What follows belongs to an exercise in optimizing a design on an open flow for small area; a production flow would make more cautious choices.
The RTL was checked by simulation tests, not by an equivalence proof against the original design.
Power and IR drop assume default switching activity.

== cedar ==
## data_memory
module data_memory (
   input  logic        clk,
   input  logic        rst,
   input  logic        rEnable,
   input  logic        wEnable,
   input  logic [15:0] address,
   input  logic [15:0] wData,
   output logic [15:0] rData
);
   localparam int DEPTH  = 128;
   localparam int GROUPS = 8;
   localparam int GSIZE  = DEPTH / GROUPS;
   logic              in_range;
   logic [GSIZE-1:0]  q;        
   logic [GROUPS-1:0] pcr;      
   logic [GROUPS-1:0] pcw;      
   logic [GROUPS-1:0] gvalid;
   logic [15:0]       bus [GSIZE];
   logic [DEPTH-1:0]  de;
   logic [DEPTH-1:0]  rsel;
   logic [15:0]       mem [DEPTH];
   assign in_range = (address[15:8] == 8'h00);
   always_comb begin
      for (int k = 0; k < GSIZE; k++) begin
         q[k]   = (address[4:1] == k);
         bus[k] = wData & {16{q[k]}};
      end
      for (int j = 0; j < GROUPS; j++) begin
         pcr[j] = (address[7:5] == j) && rst && rEnable && in_range;
  ...
Size: roughly 3600 cells after synthesis, about 73000 sq um of cells after synthesis.
==> flow/config.mk <==
export PLATFORM = sky130hd
export DESIGN_NAME = data_memory
export DESIGN_NICKNAME = data_memory
export VERILOG_FILES = /design/flow/design.v
export SDC_FILE = /design/flow/constraint.sdc
export NUM_CORES = 4
export LEC_CHECK = 0
export CAP_MARGIN = 20
export CORE_MARGIN = 2
export CORE_UTILIZATION = 50
export PLACE_DENSITY = 0.62
export SLEW_MARGIN = 20
==> flow/constraint.sdc <==
create_clock -name core_clock -period 12.0 [get_ports {clk}]
set_input_delay 2.4000 -clock core_clock [delete_from_list [all_inputs] [get_ports {clk}]]
set_output_delay 2.4000 -clock core_clock [all_outputs]
set_load 0.01 [all_outputs]
standard.sh (not shown) runs the stock make flow with config.mk's settings and CLKGATE_MAP_FILE= SYNTH_SCRIPT=/design/flow/synth_recipe.tcl, a recipe that flattens the netlist after the stock synthesis.
==> flow/flow/run.sh <==
#!/bin/bash
# Own layout flow: the standard synthesis, then its combinational logic
# replaced by a hand-mapped netlist (same registers, names and cell types),
# then the standard ORFS layout with a leaner clock tree.
set -euo pipefail
W=$(pwd)
R=$W/orfs/results/$FLOW_PLATFORM/data_memory/base

# 1. Standard synthesis (the standard flow's own script, unchanged).
bash standard.sh synth > "$W/flow_synth.log" 2>&1

# 2. Replace the combinational logic, keeping every register as synthesised.
cp "$R/1_2_yosys.v" "$W/std_1_2_yosys.v"
python3 flow/gen_netlist.py "$W/std_1_2_yosys.v" "$W/gen_1_2_yosys.v" > "$W/flow_gen.log" 2>&1
cp "$W/gen_1_2_yosys.v" "$R/1_2_yosys.v"
rm -f "$R/1_synth.odb" "$R/1_synth.sdc"

# 3. The rest of the standard flow.
CTS="-sink_clustering_enable -repair_clock_nets -dont_use_dummy_load"
CTS="$CTS -buf_list sky130_fd_sc_hd__clkbuf_8 -sink_clustering_size 18 -sink_clustering_max_diameter 70"
bash standard.sh "CTS_ARGS=$CTS" "BUFFER_PORTS_ARGS=-buffer_cell sky130_fd_sc_hd__buf_2" \
  finish > "$W/flow_layout.log" 2>&1
Other scripts of this flow, unchanged in this note and not shown: flow/flow/gen_netlist.py
In cedar the implementation completed, yet the final layout does not meet the checks, the culprit being antenna violations.
For maple, these inputs were changed with respect to cedar:
- CAP_MARGIN now 25, was 20
Results
- Compared maple vs cedar, and maximum single-stage delay on the critical path is down in maple.
- As far as total global routing track utilization is concerned, cedar and maple perform about the same.
- maple finished every step from synthesis to the final layout, and the layout passed the timing, DRC and antenna checks.
- Between maple and cedar, it is maple whose least setup slack across all paths after layout is lower, by 0.0034 ns.
- As far as die area goes, cedar and maple are indistinguishable; the numbers are identical.
- maple ended up with rData[6] as its capturing element of the worst setup path; cedar ended up with rData[0].
- Changes observed in maple relative to cedar: summed area of non-filler cells in the final layout increased 0.50%; clock buffer count in the final layout decreased by 1 relative to the old numbers; portion of total power attributed to sequential cells stayed essentially flat.


## main
data_memory again, from the RTL that the note above started with.
Settings: LEC_CHECK=0, CAP_MARGIN=30, CORE_MARGIN=2, CORE_UTILIZATION=50, PLACE_DENSITY=0.62, SLEW_MARGIN=20; clock period 12.0 ns.
==> flow/flow/run.sh <==
#!/bin/bash
# Own layout flow: the standard synthesis, then its combinational logic
# replaced by a hand-mapped netlist (same registers, names and cell types),
# then the standard ORFS layout with a leaner clock tree.
set -euo pipefail
W=$(pwd)
R=$W/orfs/results/$FLOW_PLATFORM/data_memory/base

# 1. Standard synthesis (the standard flow's own script, unchanged).
bash standard.sh synth > "$W/flow_synth.log" 2>&1

# 2. Replace the combinational logic, keeping every register as synthesised.
cp "$R/1_2_yosys.v" "$W/std_1_2_yosys.v"
python3 flow/gen_netlist.py "$W/std_1_2_yosys.v" "$W/gen_1_2_yosys.v" > "$W/flow_gen.log" 2>&1
cp "$W/gen_1_2_yosys.v" "$R/1_2_yosys.v"
rm -f "$R/1_synth.odb" "$R/1_synth.sdc"

# 3. The rest of the standard flow.
CTS="-sink_clustering_enable -repair_clock_nets -dont_use_dummy_load"
CTS="$CTS -buf_list sky130_fd_sc_hd__clkbuf_16 -sink_clustering_size 25 -sink_clustering_max_diameter 100"
bash standard.sh "CTS_ARGS=$CTS" finish > "$W/flow_layout.log" 2>&1
Other scripts of this flow, unchanged in this note and not shown: flow/flow/gen_netlist.py
main finished end to end and its layout was clean on timing, DRC and antenna.
diff inputs: main => the feature branch
-- flow/flow/run.sh --
<<< main, line 19
CTS="-sink_clustering_enable -repair_clock_nets -dont_use_dummy_load"
CTS="$CTS -buf_list sky130_fd_sc_hd__clkbuf_16 -sink_clustering_size 25 -sink_clustering_max_diameter 100"
bash standard.sh "CTS_ARGS=$CTS" finish > "$W/flow_layout.log" 2>&1
>>> the feature branch, line 19
CTS="-sink_clustering_enable -repair_clock_nets -dont_use_dummy_load"
CTS="$CTS -buf_list sky130_fd_sc_hd__clkbuf_8 -sink_clustering_size 18 -sink_clustering_max_diameter 70"
bash standard.sh "CTS_ARGS=$CTS" "BUFFER_PORTS_ARGS=-buffer_cell sky130_fd_sc_hd__buf_2" \
  finish > "$W/flow_layout.log" 2>&1
Results
The feature branch finished every step from synthesis to the final layout, and the layout passed the timing, DRC and antenna checks.
Final max-slew violation count of the feature branch is on par with main.
Fmax up about 13% in the feature branch wrt main
Total internal power: the feature branch < main
main → the feature branch: utilization after layout -0.40 points, final area went down about 0.7%, share of the cycle needed by the critical path after routing went down by 10 points, clock-pin slew reported for the worst setup and hold paths after clock tree synthesis about even.
Of main and the feature branch, main shows the higher proportion of cell area spent on the clock network, with the feature branch below it.
Between main and the feature branch, power decreased.

==> afterwards: timing with drivers on the ports <==
The flow's constraints put no driver on any port. The routed layouts listed below were extracted and timed again, unchanged, in two steps.
Step 1 sets driving cells, clkbuf_16 on the clock port and buf_2 on the other inputs (assumed; they add their load-dependent delay and slew).
Step 2, shift: input delay + t, output delay - t, t = (earliest + latest rising clock arrival at the registers) / 2. This alone moves slack from input paths to output paths.
a / b / c = ideal / step 1 / step 2; a / b = the first two.
run	shift t [ns]	setup slack, ns	worst setup path after step 2	slew at the worst register clock pin (ns)
cedar	0.964	2.611 / 2.589 / 2.589	input to output	0.12 / 0.12
maple	0.976	2.608 / 2.586 / 2.586	input to output	0.11 / 0.11
main	0.819	1.176 / 1.038 / 1.038	input to output	0.10 / 0.10
the feature branch	0.978	2.410 / 2.300 / 2.300	input to output	0.12 / 0.12
For main, which loses most, drivers alone change the setup slack by -0.138 ns; drivers and shift together by -0.138 ns.
